This design comes from an exercise in tuning for small area, a short achievable clock period and few clock cycles per item on the open sky130 flow, not from production work.
At most, simulation tests tie the RTL to the original design; equivalence was not proved.
Power and IR drop assume default switching activity.

Design set_membership_table_top, start of the top module:
module set_membership_table_top (
  input  logic                           clk,
  input  logic                           rst_n,
  input  logic                           in_tvalid,
  output logic                           in_tready,
  input  logic [smt_pkg::IN_DATA_W-1:0]  in_tdata,   
  input  logic [smt_pkg::REQ_W-1:0]      in_tuser,   
  output logic                           out_tvalid,
  input  logic                           out_tready,
  output logic [smt_pkg::OUT_DATA_W-1:0] out_tdata   
);
For scale: ~1700 cells after synthesis, ~48 I/O pins, about 0.026 mm^2 of cells after synthesis.
==> module smt_dpath, before the edit <==
module smt_dpath (
  input  logic                            clk,
  input  logic                            rst_n,
  input  smt_pkg::cmd_t                   cmd,
  input  logic                            out_tready,
  input  logic [smt_pkg::REQ_W-1:0]       req_in,
  input  logic [smt_pkg::KEY_BITS-1:0]    key_in,
  output logic                            out_tvalid,
  output logic                            was_present,
  output logic [smt_pkg::COUNT_OUT_W-1:0] entry_count,
  output logic                            dropped
);
  localparam int CAP = smt_pkg::CAPACITY;
  logic [smt_pkg::KEY_BITS-1:0] store_r [CAP];
  logic [CAP-1:0]               valid_r;
  logic [CAP-1:0]               free_r;       
  logic [CAP-1:0]               free_nxt;     
  logic [CAP-1:0]               free_keep;    
  logic [smt_pkg::CNT_W-1:0]    count_r, count_nxt, count_hit, count_miss;
  logic [CAP-1:0]               cmp_match;
  logic                         cmp_same;
  logic                         upd_valid_r;
  logic [smt_pkg::KEY_BITS-1:0] upd_key_r;
  logic [smt_pkg::REQ_W-1:0]    upd_req_r;
  logic [CAP-1:0]               upd_match_r;
  logic [CAP-1:0]               match;
  logic                         hit, full, is_ins, is_rem, ins_ok, rem_ok, ins_new;
  localparam int RES_W = 1 + smt_pkg::COUNT_OUT_W + 1;
  logic [RES_W-1:0] res;
  logic [RES_W-1:0] res_r [2];
  logic [RES_W-1:0] out_res;
  logic             wr_sel_r;              
  logic [1:0]       rd_sel_r;              
  logic [1:0]       res_count_r;           
  logic             out_valid_r;
  logic             pop;
  assign cmp_same = (upd_key_r == key_in);
  always_comb begin
    for (int i = 0; i < CAP; i++) begin
      cmp_match[i] = free_r[i] ? cmp_same : (store_r[i] == key_in);
    end
  end
  always_ff @(posedge clk) begin
    upd_key_r   <= key_in;
    upd_req_r   <= req_in;
    upd_match_r <= cmp_match;
  end
  always_ff @(posedge clk) begin
    if (!rst_n) begin
      upd_valid_r <= 1'b0;
    end else begin
      upd_valid_r <= cmd.load;
    end
  end
  always_comb begin
    for (int i = 0; i < CAP; i++) begin
      match[i] = valid_r[i] && upd_match_r[i];
    end
  end
  assign hit    = |match;
  assign full   = count_r[smt_pkg::IDX_W];
  assign is_ins = (upd_req_r == smt_pkg::REQ_INSERT);
  assign is_rem = (upd_req_r == smt_pkg::REQ_REMOVE);
  assign ins_ok = upd_valid_r && is_ins && !full;
  assign rem_ok = upd_valid_r && is_rem;
  assign count_hit  = rem_ok ? count_r - 1'b1 : count_r;
  assign count_miss = ins_ok ? count_r + 1'b1 : count_r;
  assign count_nxt  = hit ? count_hit : count_miss;
  always_comb begin
    for (int i = 0; i < CAP; i++) begin
      free_nxt[i] = !(valid_r[i] || free_r[i]) &&
                    (((valid_r | free_r) & ~({CAP{1'b1}} << i)) == ~({CAP{1'b1}} << i));
    end
  end
  assign ins_new = ins_ok && !hit;
  always_comb begin
    for (int i = 0; i < CAP; i++) begin
      free_keep[i] = free_r[i] || (rem_ok && full && match[i]);
    end
  end
  always_ff @(posedge clk) begin
    if (!rst_n) begin
      count_r <= '0;
      valid_r <= '0;
      free_r  <= CAP'(1);
    end else begin
      count_r <= count_nxt;
      for (int i = 0; i < CAP; i++) begin
        valid_r[i] <= (valid_r[i] && !(rem_ok && match[i])) || (ins_new && free_r[i]);
      end
      free_r <= ins_new ? free_nxt : free_keep;
    end
  end
  always_ff @(posedge clk) begin
    for (int i = 0; i < CAP; i++) begin
      if (free_r[i]) begin
        store_r[i] <= upd_key_r;
      end
    end
  end
  assign res = {is_ins && full && !hit, count_nxt, hit};
  assign pop = out_valid_r && out_tready;
  always_ff @(posedge clk) begin
    if (!rst_n) begin
      wr_sel_r    <= 1'b0;
      rd_sel_r    <= 2'b01;
      res_count_r <= '0;
      out_valid_r <= 1'b0;
    end else begin
      wr_sel_r    <= wr_sel_r ^ upd_valid_r;
      if (pop) begin
        rd_sel_r <= {rd_sel_r[0], rd_sel_r[1]};
      end
      res_count_r <= res_count_r + {1'b0, upd_valid_r} - {1'b0, pop};
      out_valid_r <= (res_count_r + {1'b0, upd_valid_r} - {1'b0, pop}) != 2'd0;
    end
  end
  always_ff @(posedge clk) begin
    for (int j = 0; j < 2; j++) begin
      if (upd_valid_r && wr_sel_r == 1'(j)) begin
        res_r[j] <= res;
      end
    end
  end
  assign out_tvalid  = out_valid_r;
  always_comb begin
    out_res = '0;
    for (int j = 0; j < 2; j++) begin
      out_res = out_res | (res_r[j] & {RES_W{rd_sel_r[j]}});
    end
  end
  assign was_present = out_res[0];
  assign entry_count = out_res[smt_pkg::COUNT_OUT_W:1];
  assign dropped     = out_res[RES_W-1];
endmodule
Settings: LEC_CHECK=0, ABC_CLOCK_PERIOD_IN_PS=1800, CAP_MARGIN=20, CORE_MARGIN=2, CORE_UTILIZATION=40, PLACE_DENSITY=0.6, SETUP_SLACK_MARGIN=1.4, SLEW_MARGIN=20; clock period 3.4 ns.
standard.sh (not shown) runs the stock make flow with config.mk's settings and CLKGATE_MAP_FILE= SYNTH_SCRIPT=/design/flow/synth_recipe.tcl, a recipe that flattens the netlist after the stock synthesis.
==> flow/flow/run.sh <==
#!/bin/bash
# The standard ORFS flow, run in two parts:
#  1. synthesis exactly as standard.sh makes it;
#  2. floorplan to final layout with two changes:
#     - the clock tree is built with larger sink clusters and without the
#       dummy loads CTS adds to balance it;
#     - delay cells are kept out of port buffering and timing repair, so the
#       port buffers are plain buffers (flow/dont_use.tcl, run before each
#       OpenROAD step).
# Each part's full output goes to its own log file in this folder; ORFS's
# per-step logs stay under orfs/logs/.
set -euo pipefail
W=$(pwd)

bash standard.sh synth > "$W/flow_synth.log" 2>&1

export CTS_ARGS="-sink_clustering_enable -repair_clock_nets -dont_use_dummy_load -sink_clustering_size 30 -sink_clustering_max_diameter 60"
for step in FLOORPLAN GLOBAL_PLACE_SKIP_IO IO_PLACEMENT GLOBAL_PLACE RESIZE DETAIL_PLACE REPAIR_TIMING_POST_PLACE CTS GLOBAL_ROUTE DETAIL_ROUTE FILLCELL; do
  export PRE_${step}_TCL="$W/flow/dont_use.tcl"
done

bash standard.sh > "$W/flow_layout.log" 2>&1
==> flow/flow/dont_use.tcl <==
# Keep delay cells out of port buffering and timing repair.
set_dont_use [get_lib_cells {sky130_fd_sc_hd__dlygate* sky130_fd_sc_hd__clkdlybuf*}]
==> next run, changes <==
--- a/flow/design.v
+++ b/flow/design.v
@@ -79,22 +79,20 @@
   logic [CAP-1:0]               upd_match_r;
   logic [CAP-1:0]               match;
   logic                         hit, full, is_ins, is_rem, ins_ok, rem_ok, ins_new;
   localparam int RES_W = 1 + smt_pkg::COUNT_OUT_W + 1;
   logic [RES_W-1:0] res;
   logic [RES_W-1:0] res_r [2];
-  logic [RES_W-1:0] out_res;
-  logic             wr_sel_r;              
-  logic [1:0]       rd_sel_r;              
+  logic             wr_sel_r, rd_sel_r;    
   logic [1:0]       res_count_r;           
   logic             out_valid_r;
   logic             pop;
   assign cmp_same = (upd_key_r == key_in);
   always_comb begin
     for (int i = 0; i < CAP; i++) begin
-      cmp_match[i] = free_r[i] ? cmp_same : (store_r[i] == key_in);
+      cmp_match[i] = (valid_r[i] && (store_r[i] == key_in)) || (free_r[i] && cmp_same);
     end
   end
   always_ff @(posedge clk) begin
     upd_key_r   <= key_in;
     upd_req_r   <= req_in;
     upd_match_r <= cmp_match;
@@ -154,41 +152,33 @@
   end
   assign res = {is_ins && full && !hit, count_nxt, hit};
   assign pop = out_valid_r && out_tready;
   always_ff @(posedge clk) begin
     if (!rst_n) begin
       wr_sel_r    <= 1'b0;
-      rd_sel_r    <= 2'b01;
+      rd_sel_r    <= 1'b0;
       res_count_r <= '0;
       out_valid_r <= 1'b0;
     end else begin
       wr_sel_r    <= wr_sel_r ^ upd_valid_r;
-      if (pop) begin
-        rd_sel_r <= {rd_sel_r[0], rd_sel_r[1]};
-      end
+      rd_sel_r    <= rd_sel_r ^ pop;
       res_count_r <= res_count_r + {1'b0, upd_valid_r} - {1'b0, pop};
       out_valid_r <= (res_count_r + {1'b0, upd_valid_r} - {1'b0, pop}) != 2'd0;
     end
   end
   always_ff @(posedge clk) begin
     for (int j = 0; j < 2; j++) begin
       if (upd_valid_r && wr_sel_r == 1'(j)) begin
         res_r[j] <= res;
       end
     end
   end
   assign out_tvalid  = out_valid_r;
-  always_comb begin
-    out_res = '0;
-    for (int j = 0; j < 2; j++) begin
-      out_res = out_res | (res_r[j] & {RES_W{rd_sel_r[j]}});
-    end
-  end
-  assign was_present = out_res[0];
-  assign entry_count = out_res[smt_pkg::COUNT_OUT_W:1];
-  assign dropped     = out_res[RES_W-1];
+  assign was_present = res_r[rd_sel_r][0];
+  assign entry_count = res_r[rd_sel_r][smt_pkg::COUNT_OUT_W:1];
+  assign dropped     = res_r[rd_sel_r][RES_W-1];
 endmodule
 module set_membership_table_top (
   input  logic                           clk,
   input  logic                           rst_n,
   input  logic                           in_tvalid,
   output logic                           in_tready,
Routed wire length is lower by 1.3%.
Clock skew is higher by 0.016 ns.
Maximum frequency is lower by 4.2%.
Sequential power is lower by about 0.6%.
Worst setup slack is worse by 0.089 ns.
Total power is lower by 0.40%.
Final cell count is higher by 1.4%.
Testbench counts after the change, summed over its fixed seeds: cycles 12,016, items 12,000.
Only the layout flow was run in the first run of this note; the RTL was not checked for function there.

* * *

job 9436:
The RTL this note starts from:
==> flow/design.v <==
package smt_pkg;
  localparam int CAPACITY = 16;
  localparam int KEY_BITS = 32;
  localparam int IDX_W = $clog2(CAPACITY);
  localparam int CNT_W = $clog2(CAPACITY + 1);
  localparam int COUNT_OUT_W = 5;
  localparam int REQ_W = 2;
  localparam int IN_DATA_W = ((KEY_BITS + 7) / 8) * 8;
  localparam int OUT_DATA_W = 8;
  localparam logic [REQ_W-1:0] REQ_LOOKUP = 2'd0;
  localparam logic [REQ_W-1:0] REQ_INSERT = 2'd1;
  localparam logic [REQ_W-1:0] REQ_REMOVE = 2'd2;
  typedef enum logic [1:0] {
    ST_IDLE,
    ST_MATCH,
    ST_UPDATE
  } state_t;
  typedef struct packed {
    logic load;
    logic match;
    logic commit;
  } cmd_t;
endpackage
module smt_ctrl (
  input  logic          clk,
  input  logic          rst_n,
  input  logic          in_tvalid,
  output logic          in_tready,
  input  logic          out_tvalid,
  input  logic          out_tready,
  output smt_pkg::cmd_t cmd
);
  logic [1:0] held_r, held_nxt;
  logic       pop;
  logic       ready_any_r;     
  logic       ready_pop_r;     
  assign pop        = out_tvalid && out_tready;
  assign in_tready  = ready_any_r || (ready_pop_r && out_tready);
  assign cmd.load   = in_tvalid && in_tready;
  assign cmd.match  = 1'b0;
  assign cmd.commit = 1'b0;
  assign held_nxt = held_r + {1'b0, cmd.load} - {1'b0, pop};
  always_ff @(posedge clk) begin
    if (!rst_n) begin
      held_r      <= '0;
      ready_any_r <= 1'b1;
      ready_pop_r <= 1'b0;
    end else begin
      held_r      <= held_nxt;
      ready_any_r <= held_nxt <= 2'd1;
      ready_pop_r <= held_nxt == 2'd2;
    end
  end
endmodule
module smt_dpath (
  input  logic                            clk,
  input  logic                            rst_n,
  input  smt_pkg::cmd_t                   cmd,
  input  logic                            out_tready,
  input  logic [smt_pkg::REQ_W-1:0]       req_in,
  input  logic [smt_pkg::KEY_BITS-1:0]    key_in,
  output logic                            out_tvalid,
  output logic                            was_present,
  output logic [smt_pkg::COUNT_OUT_W-1:0] entry_count,
  output logic                            dropped
);
  localparam int CAP = smt_pkg::CAPACITY;
  logic [smt_pkg::KEY_BITS-1:0] store_r [CAP];
  logic [CAP-1:0]               valid_r;
  logic [CAP-1:0]               free_r;       
  logic [CAP-1:0]               free_nxt;     
  logic [smt_pkg::CNT_W-1:0]    count_r, count_nxt, count_hit, count_miss;
  logic [CAP-1:0]               cmp_match;
  logic                         cmp_same;
  logic                         upd_valid_r;
  logic [smt_pkg::KEY_BITS-1:0] upd_key_r;
  logic [smt_pkg::REQ_W-1:0]    upd_req_r;
  logic [CAP-1:0]               upd_match_r;
  logic [CAP-1:0]               match;
  logic                         hit, full, is_ins, is_rem, ins_ok, rem_ok;
  localparam int RES_W = 1 + smt_pkg::COUNT_OUT_W + 1;
  logic [RES_W-1:0] res;
  logic [RES_W-1:0] out_r, spare_r;
  logic             out_valid_r, spare_valid_r;
  logic             pop;
  assign cmp_same = (upd_key_r == key_in);
  always_comb begin
    for (int i = 0; i < CAP; i++) begin
      cmp_match[i] = (valid_r[i] && (store_r[i] == key_in)) || (free_r[i] && cmp_same);
    end
  end
  always_ff @(posedge clk) begin
    upd_key_r   <= key_in;
    upd_req_r   <= req_in;
    upd_match_r <= cmp_match;
  end
  always_ff @(posedge clk) begin
    if (!rst_n) begin
      upd_valid_r <= 1'b0;
    end else begin
      upd_valid_r <= cmd.load;
    end
  end
  always_comb begin
    for (int i = 0; i < CAP; i++) begin
      match[i] = valid_r[i] && upd_match_r[i];
    end
  end
  assign hit    = |match;
  assign full   = count_r[smt_pkg::IDX_W];
  assign is_ins = (upd_req_r == smt_pkg::REQ_INSERT);
  assign is_rem = (upd_req_r == smt_pkg::REQ_REMOVE);
  assign ins_ok = upd_valid_r && is_ins && !full;
  assign rem_ok = upd_valid_r && is_rem;
  assign count_hit  = rem_ok ? count_r - 1'b1 : count_r;
  assign count_miss = ins_ok ? count_r + 1'b1 : count_r;
  assign count_nxt  = hit ? count_hit : count_miss;
  always_comb begin
    for (int i = 0; i < CAP; i++) begin
      free_nxt[i] = !(valid_r[i] || free_r[i]) &&
                    (((valid_r | free_r) & ~({CAP{1'b1}} << i)) == ~({CAP{1'b1}} << i));
    end
  end
  always_ff @(posedge clk) begin
    if (!rst_n) begin
      count_r <= '0;
      valid_r <= '0;
      free_r  <= CAP'(1);
    end else begin
      count_r <= count_nxt;
      for (int i = 0; i < CAP; i++) begin
        valid_r[i] <= (valid_r[i] && !(rem_ok && match[i])) || (ins_ok && free_r[i] && !hit);
      end
      if (ins_ok && !hit) begin
        free_r <= free_nxt;
      end else if (rem_ok && full) begin
        free_r <= match;
      end
    end
  end
  always_ff @(posedge clk) begin
    for (int i = 0; i < CAP; i++) begin
      if (free_r[i]) begin
        store_r[i] <= upd_key_r;
      end
    end
  end
  assign res = {is_ins && full && !hit, count_nxt, hit};
  assign pop = out_valid_r && out_tready;
  always_ff @(posedge clk) begin
    if (!rst_n) begin
      out_valid_r   <= 1'b0;
      spare_valid_r <= 1'b0;
    end else begin
      out_valid_r   <= upd_valid_r || spare_valid_r || (out_valid_r && !out_tready);
      spare_valid_r <= spare_valid_r ? (!pop || upd_valid_r) : (upd_valid_r && out_valid_r && !pop);
    end
  end
  always_ff @(posedge clk) begin
    if (pop && spare_valid_r) begin
      out_r <= spare_r;
    end else if (upd_valid_r && (pop || !out_valid_r)) begin
      out_r <= res;
    end
    if (upd_valid_r) begin
      spare_r <= res;
    end
  end
  assign out_tvalid  = out_valid_r;
  assign was_present = out_r[0];
  assign entry_count = out_r[smt_pkg::COUNT_OUT_W:1];
  assign dropped     = out_r[RES_W-1];
endmodule
module set_membership_table_top (
  input  logic                           clk,
  input  logic                           rst_n,
  input  logic                           in_tvalid,
  output logic                           in_tready,
  input  logic [smt_pkg::IN_DATA_W-1:0]  in_tdata,   
  input  logic [smt_pkg::REQ_W-1:0]      in_tuser,   
  output logic                           out_tvalid,
  input  logic                           out_tready,
  output logic [smt_pkg::OUT_DATA_W-1:0] out_tdata   
);
  smt_pkg::cmd_t                   cmd;
  logic                            was_present;
  logic [smt_pkg::COUNT_OUT_W-1:0] entry_count;
  logic                            dropped;
  smt_ctrl u_ctrl (
    .clk        (clk),
    .rst_n      (rst_n),
    .in_tvalid  (in_tvalid),
    .in_tready  (in_tready),
    .out_tvalid (out_tvalid),
    .out_tready (out_tready),
    .cmd        (cmd)
  );
  smt_dpath u_dpath (
    .clk         (clk),
    .rst_n       (rst_n),
    .cmd         (cmd),
    .out_tready  (out_tready),
    .req_in      (in_tuser),
    .key_in      (in_tdata[smt_pkg::KEY_BITS-1:0]),
    .out_tvalid  (out_tvalid),
    .was_present (was_present),
    .entry_count (entry_count),
    .dropped     (dropped)
  );
  assign out_tdata = {1'b0, dropped, entry_count, was_present};
endmodule
clock: 3.4 ns
lec_check: 0
abc_clock_period_in_ps: 1800
cap_margin: 20
core_margin: 2
core_utilization: 40
place_density: 0.6
setup_slack_margin: 1.4
slew_margin: 20
Scripts as last shown in full above: flow/flow/run.sh, flow/flow/dont_use.tcl
Relative to job 9436, the following input files were edited for job 9778:
==> flow/design.v, changed modules only <==
module smt_dpath (
  input  logic                            clk,
  input  logic                            rst_n,
  input  smt_pkg::cmd_t                   cmd,
  input  logic                            out_tready,
  input  logic [smt_pkg::REQ_W-1:0]       req_in,
  input  logic [smt_pkg::KEY_BITS-1:0]    key_in,
  output logic                            out_tvalid,
  output logic                            was_present,
  output logic [smt_pkg::COUNT_OUT_W-1:0] entry_count,
  output logic                            dropped
);
  localparam int CAP = smt_pkg::CAPACITY;
  logic [smt_pkg::KEY_BITS-1:0] store_r [CAP];
  logic [CAP-1:0]               valid_r;
  logic [CAP-1:0]               free_r;       
  logic [CAP-1:0]               free_nxt;     
  logic [CAP-1:0]               free_keep;    
  logic [smt_pkg::CNT_W-1:0]    count_r, count_nxt, count_hit, count_miss;
  logic [CAP-1:0]               cmp_match;
  logic                         cmp_same;
  logic                         upd_valid_r;
  logic [smt_pkg::KEY_BITS-1:0] upd_key_r;
  logic [smt_pkg::REQ_W-1:0]    upd_req_r;
  logic [CAP-1:0]               upd_match_r;
  logic [CAP-1:0]               match;
  logic                         hit, full, is_ins, is_rem, ins_ok, rem_ok, ins_new;
  localparam int RES_W = 1 + smt_pkg::COUNT_OUT_W + 1;
  logic [RES_W-1:0] res;
  logic [RES_W-1:0] out_r, spare_r;
  logic             out_valid_r, spare_valid_r;
  logic             pop;
  assign cmp_same = (upd_key_r == key_in);
  always_comb begin
    for (int i = 0; i < CAP; i++) begin
      cmp_match[i] = (valid_r[i] && (store_r[i] == key_in)) || (free_r[i] && cmp_same);
    end
  end
  always_ff @(posedge clk) begin
    upd_key_r   <= key_in;
    upd_req_r   <= req_in;
    upd_match_r <= cmp_match;
  end
  always_ff @(posedge clk) begin
    if (!rst_n) begin
      upd_valid_r <= 1'b0;
    end else begin
      upd_valid_r <= cmd.load;
    end
  end
  always_comb begin
    for (int i = 0; i < CAP; i++) begin
      match[i] = valid_r[i] && upd_match_r[i];
    end
  end
  assign hit    = |match;
  assign full   = count_r[smt_pkg::IDX_W];
  assign is_ins = (upd_req_r == smt_pkg::REQ_INSERT);
  assign is_rem = (upd_req_r == smt_pkg::REQ_REMOVE);
  assign ins_ok = upd_valid_r && is_ins && !full;
  assign rem_ok = upd_valid_r && is_rem;
  assign count_hit  = rem_ok ? count_r - 1'b1 : count_r;
  assign count_miss = ins_ok ? count_r + 1'b1 : count_r;
  assign count_nxt  = hit ? count_hit : count_miss;
  always_comb begin
    for (int i = 0; i < CAP; i++) begin
      free_nxt[i] = !(valid_r[i] || free_r[i]) &&
                    (((valid_r | free_r) & ~({CAP{1'b1}} << i)) == ~({CAP{1'b1}} << i));
    end
  end
  assign ins_new = ins_ok && !hit;
  always_comb begin
    for (int i = 0; i < CAP; i++) begin
      free_keep[i] = free_r[i] || (rem_ok && full && match[i]);
    end
  end
  always_ff @(posedge clk) begin
    if (!rst_n) begin
      count_r <= '0;
      valid_r <= '0;
      free_r  <= CAP'(1);
    end else begin
      count_r <= count_nxt;
      for (int i = 0; i < CAP; i++) begin
        valid_r[i] <= (valid_r[i] && !(rem_ok && match[i])) || (ins_new && free_r[i]);
      end
      free_r <= ins_new ? free_nxt : free_keep;
    end
  end
  always_ff @(posedge clk) begin
    for (int i = 0; i < CAP; i++) begin
      if (free_r[i]) begin
        store_r[i] <= upd_key_r;
      end
    end
  end
  assign res = {is_ins && full && !hit, count_nxt, hit};
  assign pop = out_valid_r && out_tready;
  always_ff @(posedge clk) begin
    if (!rst_n) begin
      out_valid_r   <= 1'b0;
      spare_valid_r <= 1'b0;
    end else begin
      out_valid_r   <= upd_valid_r || spare_valid_r || (out_valid_r && !out_tready);
      spare_valid_r <= spare_valid_r ? (!pop || upd_valid_r) : (upd_valid_r && out_valid_r && !pop);
    end
  end
  always_ff @(posedge clk) begin
    if (pop && spare_valid_r) begin
      out_r <= spare_r;
    end else if (upd_valid_r && (pop || !out_valid_r)) begin
      out_r <= res;
    end
    if (upd_valid_r) begin
      spare_r <= res;
    end
  end
  assign out_tvalid  = out_valid_r;
  assign was_present = out_r[0];
  assign entry_count = out_r[smt_pkg::COUNT_OUT_W:1];
  assign dropped     = out_r[RES_W-1];
endmodule
Findings:
Any difference in portion of total power attributed to the clock network between job 9778 and job 9436 is small enough to ignore. Looking at startpoint of the most critical setup path, the u_dpath.valid_r[1] result is from job 9436; the u_dpath.upd_match_r[10] one comes from job 9778. Against job 9436, job 9778 reports a met1 usage in global routing that is lower. Job 9778 against job 9436: total wire length went up about 1.6%; total power went down about 1.2%; delay of the slowest cell on the worst path went down 30 ps; sequential share of layout area went down 0.38 points. Job 9778 and job 9436 ended up with nearly the same fmax.
Testbench counts of job 9778, summed over its fixed seeds: cycles 12,016, items 12,000.
Function not checked in job 9436: the RTL went through the layout flow alone.

## re-timing with driven ports
The results above use ideal ports. As a check the final layouts listed here were re-extracted and re-timed, cells and wires unchanged. Step 1, drivers: a clkbuf_16 drives clk and a buf_2 each remaining input, both assumed. Step 2 moves the port delays by t, midway between the first and last clock arrival at a register: inputs arrive t later, outputs are due t later. That takes back most of the time a late clock gives input paths. Three values: ideal ports, drivers, drivers and shift; two values: the first two.
run	shift t [ns]	setup slack, ns	worst register clock-pin slew, ns	cell pins on the clock port's net
the first run of note 1	0.634	1.363 / 1.323 / 0.771	0.11 / 0.11	1
the second run of note 1	0.623	1.273 / 1.213 / 0.748	0.10 / 0.10	1
job 9436	0.647	1.303 / 1.303 / 0.737	0.10 / 0.10	1
job 9778	0.634	1.298 / 1.298 / 0.767	0.10 / 0.10	1
After both steps setup and hold are still met in every run listed. The setup slack of the first run of note 1, which loses most, moves by -0.040 ns with the drivers and by -0.592 ns with both steps.
